What follows belongs to an exercise in optimizing a design on an open flow for small area, a short achievable clock period and few clock cycles per item; a production flow would make more cautious choices.
In this exercise RTL edits were held to simulation tests only and were not proved equivalent to the original.
Power and IR drop assume default switching activity.

==> flow/design.v (excerpt) <==
module ghash_tag_engine (
  input  logic         clk,
  input  logic         rst,
  input  logic [127:0] h_key,
  input  logic         h_load,
  input  logic [127:0] ek_y0,
  input  logic         ek_load,
  input  logic         start,
  input  logic         blk_valid,
  output logic         blk_ready,
  input  logic [127:0] blk_data,
  input  logic [4:0]   blk_bytes,
  input  logic         blk_type,
  input  logic         blk_last,
  output logic [127:0] tag,
  output logic [127:0] ghash_out,
  output logic         tag_valid,
  input  logic         tag_ready,
  output logic         busy,
  output logic         err
);
  localparam int unsigned QW = 717;
  logic         run;         
  logic         acc;         
  logic         rdy;         
  logic         wl;          
  logic         wz;          
  logic         cmb;         
  logic         done;        
  logic         ph;          
  logic         np;          
  logic         fz;          
  logic         hl;          
  logic         ck;          
  logic         seen_ct, aad_part, data_part;
  logic [127:0] o, h, ek;
  logic [127:0] hb;           
  logic [QW-1:0] q;
  logic [56:0]  aad_blk, data_blk;
  logic [3:0]   aad_byt, data_byt;
  logic [127:0] a_p, r_p, h_p, h2_p, mask, xm, lens, t, r, hb_n;
  logic [QW-1:0] p;
  logic         viol, take, ok, mul, inj, n_acc, n_ph, n_np, n_rdy, n_s2, n_s1, n_s0;
  function automatic logic [127:0] gf_sq(input logic [127:0] a);
    logic [254:0] c;
    c = '0;
    for (int i = 0; i < 128; i++) c[2*i] = a[i];
    for (int k = 254; k >= 128; k--) begin
      c[k-128] = c[k-128] ^ c[k];
      c[k-127] = c[k-127] ^ c[k];
      c[k-126] = c[k-126] ^ c[k];
      c[k-121] = c[k-121] ^ c[k];
    end
    gf_sq = c[127:0];
  endfunction
  always_comb begin
    for (int i = 0; i < 128; i++) begin
      a_p[i] = o[127-i];
      h_p[i] = h[127-i];
    end
  end
  gf_s1 u_s1 (.a(a_p), .b(hb), .p(p));
  gf_s2 u_s2 (.q(q), .r(r_p));
  always_comb begin
    for (int i = 0; i < 128; i++) begin
      r[127-i] = r_p[i];
    end
    h2_p = gf_sq(h_p);
    for (int i = 0; i < 16; i++) mask[127-8*i -: 8] = {8{5'(i) < blk_bytes}};
    xm   = blk_data & mask;
    lens = {aad_blk, aad_byt, 3'b000, data_blk, data_byt, 3'b000};
    viol = (!blk_type && seen_ct) || (blk_type ? data_part : aad_part) ||
  ...
clock: 8.0 ns
lec_check: 0
cap_margin: 20
core_margin: 2
core_utilization: 30
cts_cluster_diameter: 100
cts_cluster_size: 20
setup_slack_margin: 4.5
slew_margin: 20
run.sh (not shown) runs the stock make flow with config.mk's settings and CLKGATE_MAP_FILE= SYNTH_SCRIPT=/design/flow/synth_recipe.tcl, a recipe that flattens the netlist after the stock synthesis.
Testbench counts at the start, summed over its fixed seeds: cycles 2,597, items 1,821.
==> next run, changes <==
CORE_UTILIZATION = 40   (was 30)
CTS_CLUSTER_DIAMETER = 80   (was 100)
CTS_CLUSTER_SIZE = 25   (was 20)
The new run ran to the end with no violations.
Core utilization grows by 12 points.
Total power grows by 2.2%.
Critical path depth grows by 2.
Non-clock buffer count grows by 65.


Setup of run 1:
Starting RTL as in the previous note.
==> flow/config.mk <==
export PLATFORM = sky130hd
export DESIGN_NAME = ghash_tag_engine
export DESIGN_NICKNAME = ghash_tag_engine
export VERILOG_FILES = /design/flow/design.v
export SDC_FILE = /design/flow/constraint.sdc
export NUM_CORES = 4
export LEC_CHECK = 0
export CAP_MARGIN = 20
export CORE_MARGIN = 2
export CORE_UTILIZATION = 33
export CTS_CLUSTER_DIAMETER = 100
export CTS_CLUSTER_SIZE = 20
export SETUP_SLACK_MARGIN = 4.5
export SLEW_MARGIN = 20
==> flow/constraint.sdc <==
create_clock -name core_clock -period 8.0 [get_ports {clk}]
set_input_delay 1.6000 -clock core_clock [delete_from_list [all_inputs] [get_ports {clk}]]
set_output_delay 1.6000 -clock core_clock [all_outputs]
set_load 0.01 [all_outputs]
Testbench counts of run 1, summed over its fixed seeds: cycles 2,597, items 1,821.
Relative to run 1, the following input files were edited for run 2:
--- a/flow/config.mk
+++ b/flow/config.mk
@@ -10 +10 @@
-export CORE_UTILIZATION = 33
+export CORE_UTILIZATION = 27
### Flow results
- Overall track demand over capacity in global routing down 6.1 points in run 2 wrt run 1
- Run 2: post-route core utilization 7.0 points below run 1
- Taking run 1 as the reference, in run 2 data required time at the worst endpoint climbed 110 ps; met2 wire length saw an increase; horizontal die dimension picked up an extra 10%; net count of the finished layout barely changed; worst slew margin relative to its limit +6.3 points.
- In the tables for run 1 and run 2, sequential share of layout area reads higher with run 1.
- Power share of the clock group of run 1 is on par with run 2.
## Diff of input files: run 3 against run 2
--- a/flow/config.mk
+++ b/flow/config.mk
@@ -10 +10 @@
-export CORE_UTILIZATION = 27
+export CORE_UTILIZATION = 33
@@ -13 +13 @@
-export SETUP_SLACK_MARGIN = 4.5
+export SETUP_SLACK_MARGIN = 4.2
### Flow results
- Taking run 2 as the reference, in run 3 sequential share of layout area increased by 0.56 points relative to the old numbers; post-layout net count moved down; final worst-path setup slack down 240 ps.
- [run 3] worst setup slack after placement fell 340 ps relative to run 2
- Compared with run 2, in run 3 final cell count fell 5.4%; post-synth net total about even.
--- input diff run 3..run 4 ---
--- a/flow/config.mk
+++ b/flow/config.mk
@@ -10,4 +10,5 @@
-export CORE_UTILIZATION = 33
-export CTS_CLUSTER_DIAMETER = 100
-export CTS_CLUSTER_SIZE = 20
-export SETUP_SLACK_MARGIN = 4.2
+export CORE_UTILIZATION = 40
+export CTS_CLUSTER_DIAMETER = 80
+export CTS_CLUSTER_SIZE = 25
+export PLACE_DENSITY = 0.72
+export SETUP_SLACK_MARGIN = 4.5
--- outcome ---
- Run 4: power density over the cells higher than run 3
- Compared with run 3, run 4 shows a lower clock skew.
- Run 3 vs run 4, worst setup path endpoint: o[97] vs o[99]
- Run 4 against run 3: count of standard-cell rows saw a decrease; cell count after synthesis held; sequential power has remained practically unchanged; count of placed standard cells in the final layout, fillers left out went down.
- Run 4: sum of buffers and inverters on the critical path 1 above run 3
- Changes observed in run 4 relative to run 3: count of buffers not belonging to the clock network in the layout rose by 48; smallest setup slack after layout up 190 ps.


ghash_tag_engine again, from the RTL that the note above started with.
Settings: LEC_CHECK=0, CAP_MARGIN=20, CORE_MARGIN=2, CORE_UTILIZATION=40, SLEW_MARGIN=20; clock period 8.0 ns.
Testbench counts at the start, summed over its fixed seeds: cycles 2,597, items 1,821.
Edit:
- SETUP_SLACK_MARGIN: unset -> 4.5
The changed run went through all stages and came out clean.
Wire length goes up by a little under a tenth.
Global-route usage goes up by 3.1 points.
Worst hold slack gains 0.0059 ns.
Cell count goes up by a few percent.

[what the ideal ports hide]
The results above use ideal ports. As a check the final layouts listed here were re-extracted and re-timed, cells and wires unchanged.
Step 1 (the two cells are an assumption about what drives the block):
set clk [get_ports {clk}]
set_driving_cell -lib_cell sky130_fd_sc_hd__clkbuf_16 $clk
set_driving_cell -lib_cell sky130_fd_sc_hd__buf_2 [delete_from_list [all_inputs] $clk]
Step 2 also shifts input and output timing later by t, the mid clock arrival at the registers, as if the neighbouring blocks saw the same clock.
Three values: ideal ports, drivers, drivers and shift; two values: the first two.
run	t (ns)	setup slack, ns	hold slack, ns	worst setup path after step 2	cell pins on the clock port's net
the first run of note 1	1.070	4.261 / 4.261 / 3.427	0.468 / 0.468 / 0.468	input to register	1
the second run of note 1	1.063	4.231 / 4.231 / 3.595	0.466 / 0.466 / 0.466	input to register	1
run 1	1.083	4.254 / 4.240 / 3.406	0.466 / 0.466 / 0.466	input to register	1
run 2	1.076	4.293 / 4.293 / 3.441	0.459 / 0.459 / 0.459	input to register	1
run 3	1.054	4.053 / 4.053 / 3.073	0.446 / 0.446 / 0.446	input to register	1
run 4	1.034	4.243 / 4.243 / 3.577	0.465 / 0.465 / 0.465	input to register	1
the first run of note 3	1.087	3.169 / 3.104 / 2.078	0.457 / 0.457 / 0.457	input to register	1
the second run of note 3	1.075	4.316 / 4.277 / 3.597	0.463 / 0.463 / 0.463	input to register	1
After both steps every run listed still meets setup and hold. For the first run of note 3, which loses most, drivers alone change the setup slack by -0.065 ns; drivers and shift together by -1.091 ns.
